Background: an optimization exercise with open tools, aiming at small area, a short achievable clock period and few clock cycles. Do not read the settings as production practice.
No functional check of the RTL was part of this run.
Power and IR drop assume default switching activity.

==> flow/design.v <==
package mips_pkg;
  localparam logic [5:0] OP_RTYPE = 6'h00, OP_LW = 6'h23, OP_SW = 6'h2B,
                         OP_BEQ = 6'h04, OP_J = 6'h02, OP_ADDI = 6'h08;
  localparam logic [5:0] FN_ADD = 6'h20, FN_SUB = 6'h22, FN_AND = 6'h24,
                         FN_OR = 6'h25, FN_SLT = 6'h2A;
endpackage
module mips_regfile #(
  parameter  int NUM_REGS = 32,
  localparam int AW       = $clog2(NUM_REGS)
) (
  input  logic          clk,
  input  logic          we,
  input  logic [AW-1:0] waddr,
  input  logic [31:0]   wdata,
  input  logic [AW-1:0] raddr1,
  input  logic [AW-1:0] raddr2,
  output logic [31:0]   rdata1,
  output logic [31:0]   rdata2
);
  logic [NUM_REGS-1:1][31:0] regs;
  for (genvar k = 1; k < NUM_REGS; k++) begin : g_reg
    always_ff @(posedge clk)
      if (we && waddr == AW'(k)) regs[k] <= wdata;
  end
  always_comb begin
    rdata1 = '0;
    rdata2 = '0;
    for (int k = 1; k < NUM_REGS; k++) begin
      rdata1 = rdata1 | ({32{raddr1 == AW'(k)}} & regs[k]);
      rdata2 = rdata2 | ({32{raddr2 == AW'(k)}} & regs[k]);
    end
  end
endmodule
import mips_pkg::*;
module mips_multicycle #(
  parameter logic [31:0] RESET_PC = 32'h0000_0000,
  parameter int          NUM_REGS = 32
) (
  input  logic        clk,
  input  logic        rst,
  output logic        mem_req,
  output logic        mem_we,
  output logic [31:0] mem_addr,
  output logic [31:0] mem_wdata,
  input  logic [31:0] mem_rdata,
  input  logic        mem_ready,
  output logic [31:0] pc,
  output logic        illegal
);
  localparam int AW = $clog2(NUM_REGS);
  logic          xs;        
  logic          sel_d;     
  logic          sel_b;     
  logic [29:0]   nseq_q;    
  logic [29:0]   bt_q;      
  logic [31:0]   daddr_q;   
  logic          k_alu, k_addi, k_lw, k_sw, k_ill, k_wr;
  logic          f_sub, f_and, f_or, f_slt;
  logic [AW-1:0] wd_q;
  logic [15:0]   imm_q;
  logic [31:0]   a_q, b_q;
  logic [5:0]    d_op, d_fn;
  logic [AW-1:0] d_rs, d_rt, d_dst;
  logic          d_alu, d_addi, d_lw, d_sw, d_beq, d_j;
  assign d_op = mem_rdata[31:26];
  assign d_fn = mem_rdata[5:0];
  assign d_rs = mem_rdata[21 +: AW];
  assign d_rt = mem_rdata[16 +: AW];
  always_comb begin
    d_alu  = d_op == OP_RTYPE && (d_fn == FN_ADD || d_fn == FN_SUB || d_fn == FN_AND ||
                                  d_fn == FN_OR  || d_fn == FN_SLT);
    d_addi = d_op == OP_ADDI;
    d_lw   = d_op == OP_LW;
    d_sw   = d_op == OP_SW;
    d_beq  = d_op == OP_BEQ;
    d_j    = d_op == OP_J;
    d_dst  = d_alu ? mem_rdata[11 +: AW] : d_rt;
  end
  logic [31:0]   rd1, rd2, fwd_a, fwd_b, res, bop, rf_wdata;
  logic          rf_we, fw, hs_f;
  logic [29:0]   fa, fa1;
  mips_regfile #(.NUM_REGS(NUM_REGS)) u_rf (
    .clk(clk), .we(rf_we), .waddr(wd_q), .wdata(rf_wdata),
    .raddr1(d_rs), .raddr2(d_rt), .rdata1(rd1), .rdata2(rd2)
  );
  assign bop = k_addi ? {{16{imm_q[15]}}, imm_q} : b_q;
  always_comb begin
    if (f_sub)      res = a_q - b_q;
    else if (f_and) res = a_q & b_q;
    else if (f_or)  res = a_q | b_q;
    else if (f_slt) res = {31'h0, $signed(a_q) < $signed(b_q)};
    else            res = a_q + bop;
  end
  assign fw       = xs && k_wr;
  assign rf_we    = fw || (sel_d && k_lw && mem_ready);
  assign rf_wdata = k_lw ? mem_rdata : res;
  assign fwd_a    = (fw && d_rs == wd_q) ? res : rd1;
  assign fwd_b    = (fw && d_rt == wd_q) ? res : rd2;
  assign fa        = sel_b ? bt_q : nseq_q;
  assign fa1       = fa + 30'd1;
  assign hs_f      = mem_ready && !sel_d && !(xs && k_ill);
  assign mem_req   = !rst && !(xs && k_ill);
  assign mem_we    = !rst && sel_d && k_sw;
  assign mem_addr  = sel_d ? daddr_q : {fa, 2'b00};
  assign mem_wdata = b_q;
  assign pc        = mem_addr;
  assign illegal   = xs && k_ill;
  always_ff @(posedge clk or posedge rst)
    if (rst) begin
      xs     <= 1'b0;
      sel_d  <= 1'b0;
      sel_b  <= 1'b0;
      nseq_q <= RESET_PC[31:2];
    end else if (hs_f) begin
      xs     <= 1'b1;
      sel_d  <= d_lw || d_sw;
      sel_b  <= d_beq && fwd_a == fwd_b;
      nseq_q <= d_j ? {fa1[29:26], mem_rdata[25:0]} : fa1;
    end else if ((xs && k_ill) || (sel_d && mem_ready)) begin
      xs     <= 1'b0;
      sel_d  <= 1'b0;
    end
  always_ff @(posedge clk)
    if (hs_f) begin
      bt_q    <= fa1 + {{14{mem_rdata[15]}}, mem_rdata[15:0]};
      daddr_q <= fwd_a + {{16{mem_rdata[15]}}, mem_rdata[15:0]};
      k_alu   <= d_alu;
      k_addi  <= d_addi;
      k_lw    <= d_lw;
      k_sw    <= d_sw;
      k_ill   <= !(d_alu || d_addi || d_lw || d_sw || d_beq || d_j);
      k_wr    <= (d_alu || d_addi) && d_dst != '0;
      f_sub   <= d_alu && d_fn == FN_SUB;
      f_and   <= d_alu && d_fn == FN_AND;
      f_or    <= d_alu && d_fn == FN_OR;
      f_slt   <= d_alu && d_fn == FN_SLT;
      wd_q    <= d_dst;
      imm_q   <= mem_rdata[15:0];
      a_q     <= fwd_a;
      b_q     <= fwd_b;
    end
endmodule
==> flow/run.sh <==
#!/bin/bash
# synth_recipe.tcl (not shown) runs the flow's synth.tcl, then flattens the netlist and writes it again
# the make line also repeats each setting of config.mk as NAME=value (left out here)
make -C /OpenROAD-flow-scripts/flow DESIGN_CONFIG=/design/flow/config.mk WORK_HOME=/design/flow/orfs CLKGATE_MAP_FILE= SYNTH_SCRIPT=/design/flow/synth_recipe.tcl finish
==> flow/config.mk <==
export PLATFORM = sky130hd
export DESIGN_NAME = mips_multicycle
export DESIGN_NICKNAME = mips_multicycle
export VERILOG_FILES = /design/flow/design.v
export SDC_FILE = /design/flow/constraint.sdc
export NUM_CORES = 4
export LEC_CHECK = 0
export CAP_MARGIN = 20
export CORE_MARGIN = 2
export CORE_UTILIZATION = 40
export SETUP_SLACK_MARGIN = 5
export SLEW_MARGIN = 20
==> flow/constraint.sdc <==
create_clock -name core_clock -period 10.0 [get_ports {clk}]
set_input_delay 2.0000 -clock core_clock [delete_from_list [all_inputs] [get_ports {clk}]]
set_output_delay 2.0000 -clock core_clock [all_outputs]
set_load 0.01 [all_outputs]
==> flow_metrics.py <==
metrics = {
    "outcome": {
        "status": "complete, no violations",
    },
    "setup_path": {
        "critical_path.max_fanout": 15,
        "worst_setup_path_start_kind": "primary input",
        "crit_type": "in -> reg",
        "end_kind": "flop",
        "arrival_ns": 7.33,
        "worstPathRequired_ns": 10.54,
    },
    "global_route": {
        "grt_pass1_vias": 50400,
        "grt_antenna_before_repair": 11,
        "grt_start_max_net_pins": 65,
        "grt_usage_pct": 39.0,
        "grt_overflow": 0,
        "grt_first_pass_wirelength_mm": 411,
    },
    "clock_tree": {
        "cts_buffers": 134,
        "ctsRootBufferMaster": "clkbuf_16",
        "cts.path.max_buffers": 3,
        "htreeDepth": 4,
        "tritoncts": "done",
        "path_clk_slew_ns": 0.06,
        "cts.sinks": 1181,
        "clock_latency_ns": 0.82,
    },
    "power_and_ir_drop": {
        "internal_power_uw": 10300,
        "vdd_drop_max_v": 0.000213,
        "switching_power_uw": 4680,
        "power_density_mw_per_mm2": 203,
        "comb_power_share_pct": 23.9,
        "p_leak_uw": 0.0261,
        "seq_power_share_pct": 41.4,
        "power_frac_clock_pct": 34.7,
        "switching_share_pct": 31.3,
    },
    "placed_design": {
        "gp_congestion": 1.01,
        "place_hpwl_mm": 183,
        "port_buffers": 133,
        "placed_cell_area_sq_mm": 0.0650,
    },
    "min_path": {
        "hold_class": "reg -> reg",
    },
    "routing": {
        "drtPass1Iterations": 17,
        "route.detailed.drc": 0,
        "drtIter0Drc": 11700,
        "wl_mm": 308,
        "final_antenna_net_count": 0,
        "vias_per_cell": 7.18,
        "avgRoutedWirePerCell_um": 41.1,
        "num_vias": 53800,
    },
    "sta": {
        "min_period_over_period_pct": 67.9,
        "rsz0062_at_grt": "yes",
        "min_period_ns": 6.79,
        "skew_ns": 0.0380,
        "setup_tns_ns": 0,
        "setup_viol": 0,
        "hold_viol": 0,
        "fmax_mhz": 147,
        "worstMarginPinSlew_ns": 1.16,
        "maxSlewViolCount": 0,
        "relSlewSlack_pct": 20.8,
    },
    "floorplanning": {
        "die_h_um": 392,
        "die_area_sq_mm": 0.153,
        "num_rows": 142,
        "fp.dieW_um": 392,
        "ios": 134,
        "core_sq_mm": 0.150,
        "initial_core_util_pct": 40.2,
    },
    "logic_synthesis": {
        "synth_seq_cells": 1181,
        "synth.area.top_cells": "edfxtp_1 57%, a22oi_1 9.7%, ha_1 3.9%",
        "syn-cell-area_sq_mm": 0.0601,
        "synth.most_common_cell": "edfxtp_1",
        "synth_top_area_share_pct": 57.3,
        "synthArstFlopShare_pct": 2.79,
        "syn_nets": 5197,
        "netlist_instances": 4970,
        "synth_top_area_cell": "edfxtp_1",
        "synth_edf_count": 1148,
        "synthFlopType": "edfxtp_1",
        "yosysSeqAreaShare_pct": 58.7,
        "synth_commonest_cells": "1148 x edfxtp_1, 773 x a22oi_1, 336 x nand2_1",
        "ys_warn_count": 2,
        "synth_cell_types": 95,
        "syn-mean-instance-area_sq_um": 12.1,
    },
    "job": {
        "cap_violations": 0,
    },
    "final_layout": {
        "finalCoreUtilization_pct": 49.1,
        "layout-drive-gt1-share_pct": 19.5,
        "layout.nets": 5589,
        "final_cell_area_sq_mm": 0.0734,
        "syn_to_final_growth_pct": 22.1,
    },
}
power groups by stage:
stage	Sequential, uW	Combinational, uW	Clock [uW]
2_1_floorplan	6220	1900	0
3_3_place_gp	6280	3030	0
3_5_place_dp	6280	3070	0
4_1_cts	6170	3310	5200
5_1_grt	6190	3760	5400
6_report	6180	3570	5190
cell families after synthesis:
group                      share of synthesized area [%]
DFF                                                 58.7
xor gates and xnor gates                            2.33
adders and majority gates                           4.05
and+or+nand+nor                                     11.0
buffers and inverters                               3.41
AOI/OAI and AO/OA                                   18.6
muxes                                               1.97
layer usage:
| layer | routed length (um) | GRT usage [%] | up-vias |
|---|---|---|---|
| met2 | 129000 | 57.7 | 5492 |
| met4 | 28200 | 27.3 | 16 |
| met3 | 47000 | 15.1 | 1627 |
| met1 | 103000 | 46.5 | 26100 |
| li1 | - | - | 20600 |
| met5 | 258 | 0.191 | - |
placed cells by master (no fill, tap or decap), types with 23 or more instances in the layout:
| master | synthesis | final |
|---|---|---|
| a21o_1 | 33 | 33 |
| nor2b_1 | 39 | 34 |
| ha_1 | 188 | 178 |
| nor4_1 | 47 | 38 |
| mux2i_1 | 72 | 67 |
| nor2_4 | 0 | 98 |
| xor2_1 | 38 | 35 |
| inv_1 | 161 | 159 |
| nand3_1 | 130 | 120 |
| mux2_2 | 41 | 40 |
| a21oi_1 | 151 | 124 |
| clkinv_1 | 2 | 24 |
| a21oi_2 | 0 | 25 |
| dfrtp_1 | 33 | 31 |
| buf_12 | 0 | 32 |
| a221oi_1 | 30 | 28 |
| buf_4 | 32 | 369 |
| nand2_1 | 336 | 330 |
| nor3_1 | 78 | 74 |
| nand3b_1 | 29 | 29 |
| clkdlybuf4s50_1 | 0 | 113 |
| xnor2_1 | 122 | 108 |
| a22o_1 | 39 | 39 |
| a22oi_1 | 773 | 769 |
| buf_6 | 2 | 38 |
| nand4_1 | 107 | 107 |
| nor2_1 | 268 | 161 |
| a211oi_1 | 36 | 30 |
| clkbuf_16 | 0 | 136 |
| o21a_1 | 31 | 29 |
| edfxtp_1 | 1148 | 1148 |
| o21ai_0 | 167 | 136 |
| nand2b_1 | 27 | 23 |
| and3_1 | 112 | 111 |
| a222oi_1 | 37 | 37 |
worst max-delay path, cell delays in order:
cell and delay [ns]:
buf_12 0.14, or3_1 0.50, nor2_4 0.39, buf_4 0.48, a22oi_1 0.15, nand3_1 0.13, nor2_1 0.05, nand3_1 0.39
o21a_2 0.30, ha_1 0.32, o2111ai_2 0.33, o211ai_1 0.16, buf_4 0.18, a31o_4 0.26, o41ai_4 0.20, buf_4 0.20
o311ai_4 0.11, a211o_1 0.30, a21oi_2 0.16, o21a_1 0.18, o21bai_1 0.08, a21oi_1 0.18, xnor2_1 0.09
per-stage QoR:
step           hold slack [ns]  std cells  worst slack [ns]  total power, uW
6_report                 0.478       7495              3.21            14900
5_1_grt                  0.502       7486              3.29            15300
4_1_cts                  0.483       7448              3.27            14700
3_5_place_dp             0.470       6996              1.31             9340
3_3_place_gp             0.462       6995              1.30             9300
2_1_floorplan            0.442       4970              3.45             8130
state kept, by name, summed over array words and instances, names as in the netlist, 5 cells and up:
register and cells:
u_rf.regs 992, bt_q 30, daddr_q 32, imm_q 16
a_q 32, nseq_q 30, wd_q 5, b_q 32
final cells by class:
type                            count  area [sq um]
Fill cell                       12900         76200
Multi-Input combinational cell   3308         25100
Timing Repair Buffer              574          5260
Clock inverter                     88          1050
Antenna cell                       10          25.0
Tap cell                         2016          2520
Sequential cell                  1181         35300
Clock buffer                      155          3490
Inverter                          163           621
path summary, 6_finish.rpt:
kind,from,end,slack (ns),cells after the start
worst min register to register,nseq_q[18],nseq_q[18],0.48,2
min in group asynchronous,rst,nseq_q[21],1.24,3
worst max-delay path,mem_rdata[24],daddr_q[29],3.21,23
worst max register to register,b_q[0],daddr_q[29],3.42,29
max in group asynchronous,rst,nseq_q[1],8.35,4
worst min-delay path,nseq_q[18],nseq_q[18],0.48,2
repair_timing:
action | CTS | global route
hold buffers | 0 | 0
buffers inserted | 207 | 35
gates resized for setup | 320 | 111
gates cloned | 2 | 2
setup endpoints to repair | 451 | 148
pin swaps | 129 | 87

## port drivers added, routing unchanged
The flow's constraints put no driver on any port. The routed layout listed below was extracted and timed again, unchanged, in two steps. Step 1 assumes that a clkbuf_16 drives the clock port and a buf_2 every other input. Step 2, shift: input delay + t, output delay - t, t = (earliest + latest rising clock arrival at the registers) / 2. This alone moves slack from input paths to output paths. Three values: ideal ports, drivers, drivers and shift; two values: the first two.
t, ns: 0.885
setup WS [ns]: 3.208 / 3.241 / 2.356
clock arrival spread, ns: 0.038 / 0.038
slew at the worst register clock pin (ns): 0.07 / 0.07
pins driven straight from the clock port: 1
After both steps this run still meets setup and hold. For this run, drivers alone change the setup slack by +0.033 ns; drivers and shift together by -0.852 ns.
